Source: an optimization exercise on an open RTL-to-GDS flow (aim: small area, a short achievable clock period and few clock cycles per item). Production flows keep margins and buffers that such runs may drop. Function was checked by simulation only, so behaviour that the tests miss may differ from the original.

==> job 9043: inputs <==
==> flow/design.v <==
`default_nettype none
package rv_core_pkg;
    typedef logic [31:0] word_t;
    typedef logic [31:0] addr_t;
    typedef logic [4:0]  reg_idx_t;
    typedef logic [5:0]  imem_idx_t;
    typedef logic [2:0]  credit_t;
    localparam credit_t QUEUE_DEPTH = 3'd4;
    localparam int      IMEM_WORDS  = 64;
    typedef enum logic [6:0] {
        OP_LUI    = 7'b0110111,
        OP_AUIPC  = 7'b0010111,
        OP_JAL    = 7'b1101111,
        OP_JALR   = 7'b1100111,
        OP_BRANCH = 7'b1100011,
        OP_LOAD   = 7'b0000011,
        OP_STORE  = 7'b0100011,
        OP_IMM    = 7'b0010011,
        OP_OP     = 7'b0110011,
        OP_FENCE  = 7'b0001111,
        OP_SYSTEM = 7'b1110011
    } opcode_t;
    typedef enum logic [2:0] {
        ALU_ADD  = 3'b000,
        ALU_SLL  = 3'b001,
        ALU_SLT  = 3'b010,
        ALU_SLTU = 3'b011,
        ALU_XOR  = 3'b100,
        ALU_SR   = 3'b101,
        ALU_OR   = 3'b110,
        ALU_AND  = 3'b111
    } alu_op_t;
    typedef enum logic [1:0] {
        A_RS1  = 2'd0,
        A_ZERO = 2'd1,
        A_PC   = 2'd2
    } alu_a_sel_t;
    typedef enum logic {
        B_RS2 = 1'b0,
        B_IMM = 1'b1
    } alu_b_sel_t;
    typedef struct packed {
        addr_t pc;
        word_t instr;
    } fetch_pkt_t;
    typedef struct packed {
        reg_idx_t   rs1;
        reg_idx_t   rs2;
        reg_idx_t   rd;
        word_t      imm;
        alu_a_sel_t alu_a_sel;
        alu_b_sel_t alu_b_sel;
        alu_op_t    alu_op;
        logic       sub_arith;
        logic       wb_en;
    } decoded_t;
    typedef struct packed {
        addr_t    pc;
        reg_idx_t rd;
        word_t    value;
        logic     wr_en;
    } retire_t;
endpackage
`default_nettype wire
`timescale 1ns/1ps
`default_nettype none
module rv_core_top (
    input  wire logic                   clk,
    input  wire logic                   reset,
    input  wire logic                   imem_we,
    input  rv_core_pkg::imem_idx_t      imem_idx,
    input  rv_core_pkg::word_t          imem_data,
    input  wire logic                   start,
    input  wire logic [6:0]             prog_len,
    input  wire logic                   hold,
    output logic                        retire_valid,
    output rv_core_pkg::retire_t        retire
);
    logic [26:0] imem [64];
    logic [1:0]  w_cls;
    logic        w_b31;
    always_comb begin
        w_b31 = imem_data[31];
        case (imem_data[6:0])
            7'b0110111: w_cls = 2'b10;
            7'b0010111: w_cls = 2'b11;
            7'b0010011: w_cls = 2'b01;
            7'b0110011: begin w_cls = 2'b00; w_b31 = 1'b1; end
            default:    begin w_cls = 2'b00; w_b31 = 1'b0; end
        endcase
    end
    always_ff @(posedge clk) begin
        if (imem_we) begin
            imem[imem_idx] <= {w_cls, w_b31, imem_data[30:7]};
        end
    end
    logic        reset_q;
    logic        active;       
    logic [6:0]  rem;
    logic        chk;          
    logic        fknown;       
    logic [6:0]  flen;
    logic [6:0]  fi;           
    logic        f_v;
    logic [6:0]  f_idx;
    logic [26:0] f_w;
    logic        e_v;
    logic [6:0]  e_idx;
    logic [4:0]  e_rd;
    logic        e_wr;
    logic [31:0] e_a;
    logic [31:0] e_b;
    logic        e_fa;         
    logic        e_fb;         
    logic [7:0]  e_op;
    logic        e_alt;
    logic        e_sub;
    logic [6:0]  r_idx;
    logic [4:0]  r_rd;
    logic [31:0] r_val;
    logic        r_wr;
    logic [31:0] regs [32];
    logic fire, advance, fetch_en, ovf, wflush, flush, last_fetch;
    assign ovf        = chk && (fi >= flen);
    assign fire       = e_v && active && !hold && !ovf;
    assign advance    = !e_v || fire;
    assign fetch_en   = !f_v || advance;
    assign wflush     = imem_we && ({1'b0, imem_idx} <= fi);
    assign flush      = reset_q || wflush || ovf;
    assign last_fetch = fknown && (fi == flen - 7'd1);
    always_ff @(posedge clk) begin
        reset_q <= reset;
    end
    always_ff @(posedge clk) begin
        if (reset) begin
            active <= 1'b0;
            chk    <= 1'b0;
        end else if (start && prog_len != 7'd0) begin
            active <= 1'b1;
            rem    <= prog_len;
            chk    <= 1'b1;
        end else begin
            chk <= 1'b0;
            if (fire) begin
                rem <= rem - 7'd1;
                if (rem == 7'd1) begin
                    active <= 1'b0;
                end
            end
        end
    end
    always_ff @(posedge clk) begin
        if (reset) begin
            fknown <= 1'b0;
        end else if (start && prog_len != 7'd0) begin
            fknown <= 1'b1;
            flen   <= prog_len;
        end else if (!flush && fetch_en && last_fetch) begin
            fknown <= 1'b0;
        end
    end
    always_ff @(posedge clk) begin
        if (flush) begin
            fi  <= '0;
            f_v <= 1'b0;
        end else if (fetch_en) begin
            f_v <= 1'b1;
            fi  <= last_fetch ? 7'd0 : fi + 7'd1;
        end
    end
    logic [26:0] f_rd;
    always_comb begin
        f_rd = '0;
        for (int k = 0; k < 64; k++) begin
            f_rd = f_rd | (imem[k] & {27{fi[5:0] == 6'(k)}});
        end
    end
    always_ff @(posedge clk) begin
        if (fetch_en) begin
            f_idx <= fi;
            f_w   <= f_rd;
        end
    end
    logic [1:0]  d_cls;
    logic        d_isop, d_isimm, d_isu, d_wr, d_alt;
    logic [4:0]  d_rd, d_rs1, d_rs2;
    logic [2:0]  d_f3;
    logic [31:0] d_imm, d_rv1, d_rv2;
    assign d_cls   = f_w[26:25];
    assign d_isop  = (d_cls == 2'b00) && f_w[24];
    assign d_isimm = (d_cls == 2'b01);
    assign d_isu   = d_cls[1];
    assign d_rd    = f_w[4:0];
    assign d_rs1   = d_isu ? 5'd0 : f_w[12:8];
    assign d_rs2   = f_w[17:13];
    assign d_f3    = d_isu ? 3'b000 : f_w[7:5];
    assign d_wr    = (d_isop || d_isimm || d_isu) && (d_rd != 5'd0);
    assign d_alt   = f_w[23] && (d_isop || (d_isimm && f_w[7:5] == 3'b101));
    always_comb begin
        if (d_isu) begin
            d_imm = {f_w[24:5], 3'b000, (d_cls[0] ? f_idx : 7'd0), 2'b00};
        end else begin
            d_imm = {{20{f_w[24]}}, f_w[24:13]};
        end
    end
    logic d_f1, d_f2;
    assign d_f1 = r_wr && (r_rd == d_rs1);
    assign d_f2 = r_wr && (r_rd == d_rs2);
    always_comb begin
        d_rv1 = r_val & {32{d_f1}};
        d_rv2 = r_val & {32{d_f2}};
        for (int k = 1; k < 32; k++) begin
            d_rv1 = d_rv1 | (regs[k] & {32{!d_f1 && d_rs1 == 5'(k)}});
            d_rv2 = d_rv2 | (regs[k] & {32{!d_f2 && d_rs2 == 5'(k)}});
        end
    end
    always_ff @(posedge clk) begin
        if (flush) begin
            e_v <= 1'b0;
        end else if (advance) begin
            e_v <= f_v;
        end
    end
    logic [7:0] d_op;
    logic       d_sub;
    always_comb begin
        d_op = '0;
        d_op[d_f3] = 1'b1;
    end
    assign d_sub = (d_f3 == 3'b000 && d_alt) || d_f3 == 3'b010 || d_f3 == 3'b011;
    always_ff @(posedge clk) begin
        if (advance) begin
            e_idx <= f_idx;
            e_rd  <= d_rd;
            e_wr  <= d_wr;
            e_a   <= d_rv1;
            e_b   <= (d_isop ? d_rv2 : d_imm) ^ {32{d_sub}};
            e_fa  <= e_v && e_wr && (e_rd == d_rs1);
            e_fb  <= e_v && e_wr && (e_rd == d_rs2) && d_isop;
            e_op  <= d_op;
            e_alt <= d_alt;
            e_sub <= d_sub;
        end
    end
    logic [31:0] opa, opb, sum, res, c;
    logic [31:0] g0, p0;
    logic        cout, lt_s, lt_u;
    logic [4:0]  sh;
    assign opa = e_fa ? r_val : e_a;
    assign opb = e_fb ? (r_val ^ {32{e_sub}}) : e_b;
    assign sh  = opb[4:0];
    assign g0 = opa & opb;
    assign p0 = opa ^ opb;
    logic [31:0] gk [6];
    logic [31:0] pk [6];
    always_comb begin
        gk[0] = g0;
        pk[0] = p0;
        gk[0][0] = g0[0] | (p0[0] & e_sub);
        for (int l = 0; l < 5; l++) begin
            for (int i = 0; i < 32; i++) begin
                if (i >= (1 << l)) begin
                    gk[l+1][i] = gk[l][i] | (pk[l][i] & gk[l][i - (1 << l)]);
                    pk[l+1][i] = pk[l][i] & pk[l][i - (1 << l)];
                end else begin
                    gk[l+1][i] = gk[l][i];
                    pk[l+1][i] = pk[l][i];
                end
            end
        end
    end
    assign c    = {gk[5][30:0], e_sub};
    assign sum  = p0 ^ c;
    assign cout = gk[5][31];
    assign lt_u = !cout;
    assign lt_s = (opa[31] == opb[31]) ? opa[31] : sum[31];
    logic [31:0] r_sll, r_sr;
    assign r_sll = opa << sh;
    assign r_sr  = 32'($signed({e_alt && opa[31], opa}) >>> sh);
    assign res = (sum   & {32{e_op[0]}})
               | (r_sll & {32{e_op[1]}})
               | {31'd0, (lt_s && e_op[2]) || (lt_u && e_op[3])}
               | ((opa ^ opb) & {32{e_op[4]}})
               | (r_sr  & {32{e_op[5]}})
               | ((opa | opb) & {32{e_op[6]}})
               | ((opa & opb) & {32{e_op[7]}});
    always_ff @(posedge clk) begin
        retire_valid <= !reset && fire;
    end
    always_ff @(posedge clk) begin
        if (fire) begin
            r_idx <= e_idx;
            r_rd  <= e_rd;
            r_val <= res;
        end
    end
    always_ff @(posedge clk) begin
        if (reset_q) begin
            r_wr <= 1'b0;
        end else if (fire) begin
            r_wr <= e_wr;
        end
    end
    assign retire = {25'd0, r_idx, 2'b00, r_rd, r_val, r_wr};
    assign regs[0] = '0;
    for (genvar i = 1; i < 32; i++) begin : g_reg
        always_ff @(posedge clk) begin
            if (reset_q || (r_wr && r_rd == 5'(i))) begin
                regs[i] <= reset_q ? 32'd0 : r_val;
            end
        end
    end
endmodule
`default_nettype wire
==> flow/flow/run.sh <==
#!/bin/bash
# Own layout flow: the standard flow (standard synthesis included), with the ports
# buffered by buf_4 cells instead of the default delay-cell port buffers, and the timing
# repair aimed below the target period. Each tool's output goes to its own log here.
set -euo pipefail
bash standard.sh \
    "BUFFER_PORTS_ARGS=-buffer_cell sky130_fd_sc_hd__buf_4" \
    "SETUP_SLACK_MARGIN=6" \
    finish > standard_flow.log 2>&1
==> flow/standard.sh <==
#!/bin/bash
# synth_recipe.tcl (not shown) runs the flow's synth.tcl, then flattens the netlist and writes it again
# the make line also repeats each setting of config.mk as NAME=value (left out here)
make -C /OpenROAD-flow-scripts/flow DESIGN_CONFIG=/design/flow/config.mk WORK_HOME=/design/flow/orfs CLKGATE_MAP_FILE= SYNTH_SCRIPT=/design/flow/synth_recipe.tcl "${@:-finish}"
==> flow/config.mk <==
export PLATFORM = sky130hd
export DESIGN_NAME = rv_core_top
export DESIGN_NICKNAME = rv_core_top
export VERILOG_FILES = /design/flow/design.v
export SDC_FILE = /design/flow/constraint.sdc
export NUM_CORES = 4
export LEC_CHECK = 0
export CAP_MARGIN = 20
export CORE_MARGIN = 2
export CORE_UTILIZATION = 60
export CTS_CLUSTER_DIAMETER = 80
export CTS_CLUSTER_SIZE = 30
export SETUP_SLACK_MARGIN = 5
export SLEW_MARGIN = 20
==> flow/constraint.sdc <==
create_clock -name core_clock -period 9.0 [get_ports {clk}]
set_input_delay 1.8000 -clock core_clock [delete_from_list [all_inputs] [get_ports {clk}]]
set_output_delay 1.8000 -clock core_clock [all_outputs]
set_load 0.01 [all_outputs]
==> job 9195 (differences from job 9043) <==
--- a/flow/design.v
+++ b/flow/design.v
@@ -112,7 +112,9 @@
     logic [31:0] e_b;
-    logic        e_fa;         
-    logic        e_fb;         
     logic [7:0]  e_op;
     logic        e_alt;
-    logic        e_sub;
+    logic [4:0]  e_sh;
+    logic        e_inv;
+    logic        e_cin;
+    logic        e_asign;
+    logic        e_bsign;
     logic [6:0]  r_idx;
@@ -120,4 +122,8 @@
     logic [31:0] r_val;
-    logic        r_wr;
+    logic        r_out;
+    logic [4:0]  w_rd;
+    logic [31:0] w_val;
+    logic        w_wr;
     logic [31:0] regs [32];
+    logic [31:0] res;          
     logic fire, advance, fetch_en, ovf, wflush, flush, last_fetch;
@@ -177,6 +183,14 @@
     end
+    logic [4:0] f_rs1n;
+    logic [3:0] f_p1lo, f_p2lo;
+    logic [7:0] f_p1hi, f_p2hi;
+    assign f_rs1n = f_rd[26] ? 5'd0 : f_rd[12:8];
     always_ff @(posedge clk) begin
         if (fetch_en) begin
-            f_idx <= fi;
-            f_w   <= f_rd;
+            f_idx  <= fi;
+            f_w    <= f_rd;
+            f_p1lo <= 4'd1 << f_rs1n[1:0];
+            f_p1hi <= 8'd1 << f_rs1n[4:2];
+            f_p2lo <= 4'd1 << f_rd[14:13];
+            f_p2hi <= 8'd1 << f_rd[17:15];
         end
@@ -206,12 +220,15 @@
     logic d_f1, d_f2;
-    assign d_f1 = r_wr && (r_rd == d_rs1);
-    assign d_f2 = r_wr && (r_rd == d_rs2);
+    logic [31:0] d_rf1, d_rf2;
+    assign d_f1 = w_wr && (w_rd == d_rs1);
+    assign d_f2 = w_wr && (w_rd == d_rs2);
     always_comb begin
-        d_rv1 = r_val & {32{d_f1}};
-        d_rv2 = r_val & {32{d_f2}};
+        d_rf1 = '0;
+        d_rf2 = '0;
         for (int k = 1; k < 32; k++) begin
-            d_rv1 = d_rv1 | (regs[k] & {32{!d_f1 && d_rs1 == 5'(k)}});
-            d_rv2 = d_rv2 | (regs[k] & {32{!d_f2 && d_rs2 == 5'(k)}});
+            d_rf1 = d_rf1 | (regs[k] & {32{f_p1lo[k % 4] && f_p1hi[k / 4]}});
+            d_rf2 = d_rf2 | (regs[k] & {32{f_p2lo[k % 4] && f_p2hi[k / 4]}});
         end
     end
+    assign d_rv1 = d_f1 ? w_val : d_rf1;
+    assign d_rv2 = d_f2 ? w_val : d_rf2;
     always_ff @(posedge clk) begin
@@ -230,23 +247,49 @@
     assign d_sub = (d_f3 == 3'b000 && d_alt) || d_f3 == 3'b010 || d_f3 == 3'b011;
+    logic        d_fa, d_fb, d_minv, d_same;
+    logic [31:0] d_bv;
+    assign d_fa   = e_v && e_wr && (e_rd == d_rs1);
+    assign d_fb   = e_v && e_wr && (e_rd == d_rs2) && d_isop;
+    assign d_bv   = d_isop ? d_rv2 : d_imm;
+    assign d_minv = d_sub && d_fb && !d_fa;
+    assign d_same = d_sub && d_fb && d_fa;
+    logic [31:0] d_ea, d_eb;
+    logic        d_cin, sa_res, sa_w, sa_rf, sb_res, sb_w, sb_rf, sb_imm;
+    assign d_cin  = d_sub && !d_fb;
+    assign sa_res = d_fa;
+    assign sa_w   = !d_fa && d_f1;
+    assign sa_rf  = !d_fa && !d_f1;
+    assign sb_res = d_fb;
+    assign sb_w   = !d_fb && d_isop && d_f2;
+    assign sb_rf  = !d_fb && d_isop && !d_f2;
+    assign sb_imm = !d_fb && !d_isop;
+    assign d_ea = (res & {32{sa_res}})
+                | ((w_val ^ {32{d_minv}}) & {32{sa_w}})
+                | ((d_rf1 ^ {32{d_minv}}) & {32{sa_rf}});
+    assign d_eb = (res & {32{sb_res}})
+                | ((w_val ^ {32{d_cin}}) & {32{sb_w}})
+                | ((d_rf2 ^ {32{d_cin}}) & {32{sb_rf}})
+                | ((d_imm ^ {32{d_cin}}) & {32{sb_imm}});
     always_ff @(posedge clk) begin
         if (advance) begin
-            e_idx <= f_idx;
-            e_rd  <= d_rd;
-            e_wr  <= d_wr;
-            e_a   <= d_rv1;
-            e_b   <= (d_isop ? d_rv2 : d_imm) ^ {32{d_sub}};
-            e_fa  <= e_v && e_wr && (e_rd == d_rs1);
-            e_fb  <= e_v && e_wr && (e_rd == d_rs2) && d_isop;
-            e_op  <= d_op;
-            e_alt <= d_alt;
-            e_sub <= d_sub;
+            e_idx   <= f_idx;
+            e_rd    <= d_rd;
+            e_wr    <= d_wr;
+            e_a     <= d_ea;
+            e_b     <= d_eb;
+            e_op    <= d_same ? 8'd0 : d_op;
+            e_alt   <= d_alt;
+            e_sh    <= (d_op[1] || d_op[5]) ? (d_fb ? res[4:0] : d_bv[4:0]) : 5'd0;
+            e_inv   <= d_minv;
+            e_cin   <= d_cin;
+            e_asign <= d_fa ? res[31] : d_rv1[31];
+            e_bsign <= d_fb ? res[31] : d_bv[31];
         end
     end
-    logic [31:0] opa, opb, sum, res, c;
+    logic [31:0] opa, opb, sum, c;
     logic [31:0] g0, p0;
-    logic        cout, lt_s, lt_u;
+    logic        cout, lt_s, lt_u, a31, b31;
     logic [4:0]  sh;
-    assign opa = e_fa ? r_val : e_a;
-    assign opb = e_fb ? (r_val ^ {32{e_sub}}) : e_b;
-    assign sh  = opb[4:0];
+    assign opa = e_a;
+    assign opb = e_b;
+    assign sh  = e_sh;
     assign g0 = opa & opb;
@@ -258,3 +301,2 @@
         pk[0] = p0;
-        gk[0][0] = g0[0] | (p0[0] & e_sub);
         for (int l = 0; l < 5; l++) begin
@@ -271,7 +313,9 @@
     end
-    assign c    = {gk[5][30:0], e_sub};
-    assign sum  = p0 ^ c;
-    assign cout = gk[5][31];
-    assign lt_u = !cout;
-    assign lt_s = (opa[31] == opb[31]) ? opa[31] : sum[31];
+    assign c    = {gk[5][30:0] | (pk[5][30:0] & {31{e_cin}}), e_cin};
+    assign sum  = (p0 ^ {32{e_inv}}) ^ c;
+    assign cout = gk[5][31] | (pk[5][31] & e_cin);
+    assign lt_u = e_inv ? cout : !cout;
+    assign a31  = e_asign;
+    assign b31  = e_bsign;
+    assign lt_s = (a31 != b31) ? a31 : sum[31];
     logic [31:0] r_sll, r_sr;
@@ -290,7 +334,6 @@
     always_ff @(posedge clk) begin
-        if (fire) begin
-            r_idx <= e_idx;
-            r_rd  <= e_rd;
-            r_val <= res;
-        end
+        r_idx <= e_idx;
+        r_rd  <= e_rd;
+        r_val <= res;
+        r_out <= e_wr;
     end
@@ -298,8 +341,14 @@
         if (reset_q) begin
-            r_wr <= 1'b0;
+            w_wr <= 1'b0;
         end else if (fire) begin
-            r_wr <= e_wr;
+            w_wr <= e_wr;
+        end
+    end
+    always_ff @(posedge clk) begin
+        if (fire && e_wr) begin
+            w_rd  <= e_rd;
+            w_val <= res;
         end
     end
-    assign retire = {25'd0, r_idx, 2'b00, r_rd, r_val, r_wr};
+    assign retire = {25'd0, r_idx, 2'b00, r_rd, r_val, r_out};
     assign regs[0] = '0;
@@ -307,4 +356,4 @@
         always_ff @(posedge clk) begin
-            if (reset_q || (r_wr && r_rd == 5'(i))) begin
-                regs[i] <= reset_q ? 32'd0 : r_val;
+            if (reset_q || (w_wr && w_rd == 5'(i))) begin
+                regs[i] <= reset_q ? 32'd0 : w_val;
             end
--- a/flow/flow/run.sh
+++ b/flow/flow/run.sh
@@ -7,3 +7,3 @@
     "BUFFER_PORTS_ARGS=-buffer_cell sky130_fd_sc_hd__buf_4" \
-    "SETUP_SLACK_MARGIN=6" \
+    "SETUP_SLACK_MARGIN=5.7" \
     finish > standard_flow.log 2>&1
CAP_MARGIN = 10   (was 20)
CORE_UTILIZATION = 50   (was 60)
CTS_CLUSTER_DIAMETER = 60   (was 80)
CTS_CLUSTER_SIZE = 24   (was 30)
SLEW_MARGIN = 10   (was 20)
TNS_END_PERCENT = 10   (was unset)
==> job 4013 (differences from job 9043) <==
--- a/flow/design.v
+++ b/flow/design.v
@@ -114,3 +114,3 @@
     logic        e_fb;         
-    logic [7:0]  e_op;
+    logic [2:0]  e_f3;
     logic        e_alt;
@@ -223,9 +223,2 @@
     end
-    logic [7:0] d_op;
-    logic       d_sub;
-    always_comb begin
-        d_op = '0;
-        d_op[d_f3] = 1'b1;
-    end
-    assign d_sub = (d_f3 == 3'b000 && d_alt) || d_f3 == 3'b010 || d_f3 == 3'b011;
     always_ff @(posedge clk) begin
@@ -236,52 +229,32 @@
             e_a   <= d_rv1;
-            e_b   <= (d_isop ? d_rv2 : d_imm) ^ {32{d_sub}};
+            e_b   <= d_isop ? d_rv2 : d_imm;
             e_fa  <= e_v && e_wr && (e_rd == d_rs1);
             e_fb  <= e_v && e_wr && (e_rd == d_rs2) && d_isop;
-            e_op  <= d_op;
+            e_f3  <= d_f3;
             e_alt <= d_alt;
-            e_sub <= d_sub;
+            e_sub <= (d_f3 == 3'b000 && d_alt) || d_f3 == 3'b010 || d_f3 == 3'b011;
         end
     end
-    logic [31:0] opa, opb, sum, res, c;
-    logic [31:0] g0, p0;
+    logic [31:0] opa, opb, opb_x, sum, res;
     logic        cout, lt_s, lt_u;
     logic [4:0]  sh;
-    assign opa = e_fa ? r_val : e_a;
-    assign opb = e_fb ? (r_val ^ {32{e_sub}}) : e_b;
-    assign sh  = opb[4:0];
-    assign g0 = opa & opb;
-    assign p0 = opa ^ opb;
-    logic [31:0] gk [6];
-    logic [31:0] pk [6];
+    assign opa   = e_fa ? r_val : e_a;
+    assign opb   = e_fb ? r_val : e_b;
+    assign opb_x = opb ^ {32{e_sub}};
+    assign {cout, sum} = {1'b0, opa} + {1'b0, opb_x} + {32'd0, e_sub};
+    assign lt_u  = !cout;
+    assign lt_s  = (opa[31] != opb[31]) ? opa[31] : sum[31];
+    assign sh    = opb[4:0];
     always_comb begin
-        gk[0] = g0;
-        pk[0] = p0;
-        gk[0][0] = g0[0] | (p0[0] & e_sub);
-        for (int l = 0; l < 5; l++) begin
-            for (int i = 0; i < 32; i++) begin
-                if (i >= (1 << l)) begin
-                    gk[l+1][i] = gk[l][i] | (pk[l][i] & gk[l][i - (1 << l)]);
-                    pk[l+1][i] = pk[l][i] & pk[l][i - (1 << l)];
-                end else begin
-                    gk[l+1][i] = gk[l][i];
-                    pk[l+1][i] = pk[l][i];
-                end
-            end
-        end
+        case (e_f3)
+            3'b000:  res = sum;
+            3'b001:  res = opa << sh;
+            3'b010:  res = {31'd0, lt_s};
+            3'b011:  res = {31'd0, lt_u};
+            3'b100:  res = opa ^ opb;
+            3'b101:  res = 32'($signed({e_alt && opa[31], opa}) >>> sh);
+            3'b110:  res = opa | opb;
+            default: res = opa & opb;
+        endcase
     end
-    assign c    = {gk[5][30:0], e_sub};
-    assign sum  = p0 ^ c;
-    assign cout = gk[5][31];
-    assign lt_u = !cout;
-    assign lt_s = (opa[31] == opb[31]) ? opa[31] : sum[31];
-    logic [31:0] r_sll, r_sr;
-    assign r_sll = opa << sh;
-    assign r_sr  = 32'($signed({e_alt && opa[31], opa}) >>> sh);
-    assign res = (sum   & {32{e_op[0]}})
-               | (r_sll & {32{e_op[1]}})
-               | {31'd0, (lt_s && e_op[2]) || (lt_u && e_op[3])}
-               | ((opa ^ opb) & {32{e_op[4]}})
-               | (r_sr  & {32{e_op[5]}})
-               | ((opa | opb) & {32{e_op[6]}})
-               | ((opa & opb) & {32{e_op[7]}});
     always_ff @(posedge clk) begin
==> flow/run.sh (new file) <==
#!/bin/bash
# synth_recipe.tcl (not shown) runs the flow's synth.tcl, then flattens the netlist and writes it again
# the make line also repeats each setting of config.mk as NAME=value (left out here)
make -C /OpenROAD-flow-scripts/flow DESIGN_CONFIG=/design/flow/config.mk WORK_HOME=/design/flow/orfs CLKGATE_MAP_FILE= SYNTH_SCRIPT=/design/flow/synth_recipe.tcl finish
CORE_UTILIZATION = 40   (was 60)
CTS_CLUSTER_DIAMETER = unset   (was 80)
CTS_CLUSTER_SIZE = unset   (was 30)
removed: flow/flow/run.sh
removed: flow/standard.sh
==> key figures <==
Clock network
  – Clock sinks: around 2,900
  – H-tree level count: 5

Status
  – Status: complete, no violations

Place
  – Placed cell area: between 100,000 and 150,000 um2
  – Post-DP HPWL: approximately 320,000 um

Synthesis
  – Sequential share of the synthesized area: between 70% and 80%
  – Synthesized flop and latch total: approximately 2,900

Global routing
  – Total GRT Usage: 37.0%
[end of results for job 4013]
==> key figures <==
Status
  – Status: complete, no violations

Global routing
  – Total GRT Usage: between 40% and 50%

Clock network
  – Clock sinks: a little under 3,000
  – H-tree level count: 4

Place
  – Post-DP HPWL: around 310,000 um
  – Placed cell area: 129,000 um2

Synthesis
  – Post-synth EDFFs: 2,924
  – Syn Inst Count: a little over 8,000
  – Sequential share of the synthesized area: between 70% and 80%

Finish
  – Count of multi-input gates: between 4,000 and 5,000
  – Layout cell share with drive strength beyond 1: between 10% and 20%

Drt
  – Drt wl/cell: between 40 and 50 um
[end of results for job 9195]
==> key figures <==
Status
  – Status: did not finish
  – Fail Step: global routing (5_1_grt)
  – First error message: [ERROR GRT-0232] Routing congestion too high. Check the congestion heatmap in the GUI.

Place
  – Placed cell area: 127,000 um2
  – Post-DP HPWL: between 200,000 and 300,000 um

Global routing
  – Total GRT Usage: between 60% and 70%

Clock network
  – H-tree level count: 4

Synthesis
  – Synthesized flop and latch total: a little under 3,000
[end of results for job 9043]
Testbench counts of job 9043, summed over its fixed seeds: cycles 10,182, instructions 10,022.
Testbench counts of job 9195, summed over its fixed seeds: cycles 10,182, instructions 10,022.
Testbench counts of job 4013, summed over its fixed seeds: cycles 10,182, instructions 10,022.

[afterwards: timing with drivers on the ports]
Ports are ideal in the flow. The routed layouts listed here were re-timed in OpenROAD. Step 1 sets driving cells, clkbuf_16 on the clock port and buf_2 on the other inputs (assumed; they add their load-dependent delay and slew). Step 2, shift: input delay + t, output delay - t, t = (earliest + latest rising clock arrival at the registers) / 2. This alone moves slack from input paths to output paths. Three values: ideal, step 1, step 2; two values: the first two.
| run | t, ns | setup WS [ns] | worst setup path at the end | clock arrival spread, ns | cell pins on the clock port's net |
|---|---|---|---|---|---|
| job 9195 | 1.014 | 5.154 / 5.154 / 4.486 | input to register | 0.079 / 0.079 | 1 |
| job 4013 | 1.053 | 4.814 / 4.814 / 3.972 | input to register | 0.092 / 0.092 | 1 |
After both steps setup and hold are still met in every run listed. For job 4013, which loses most, drivers alone change the setup slack by 0.000 ns; drivers and shift together by -0.842 ns.
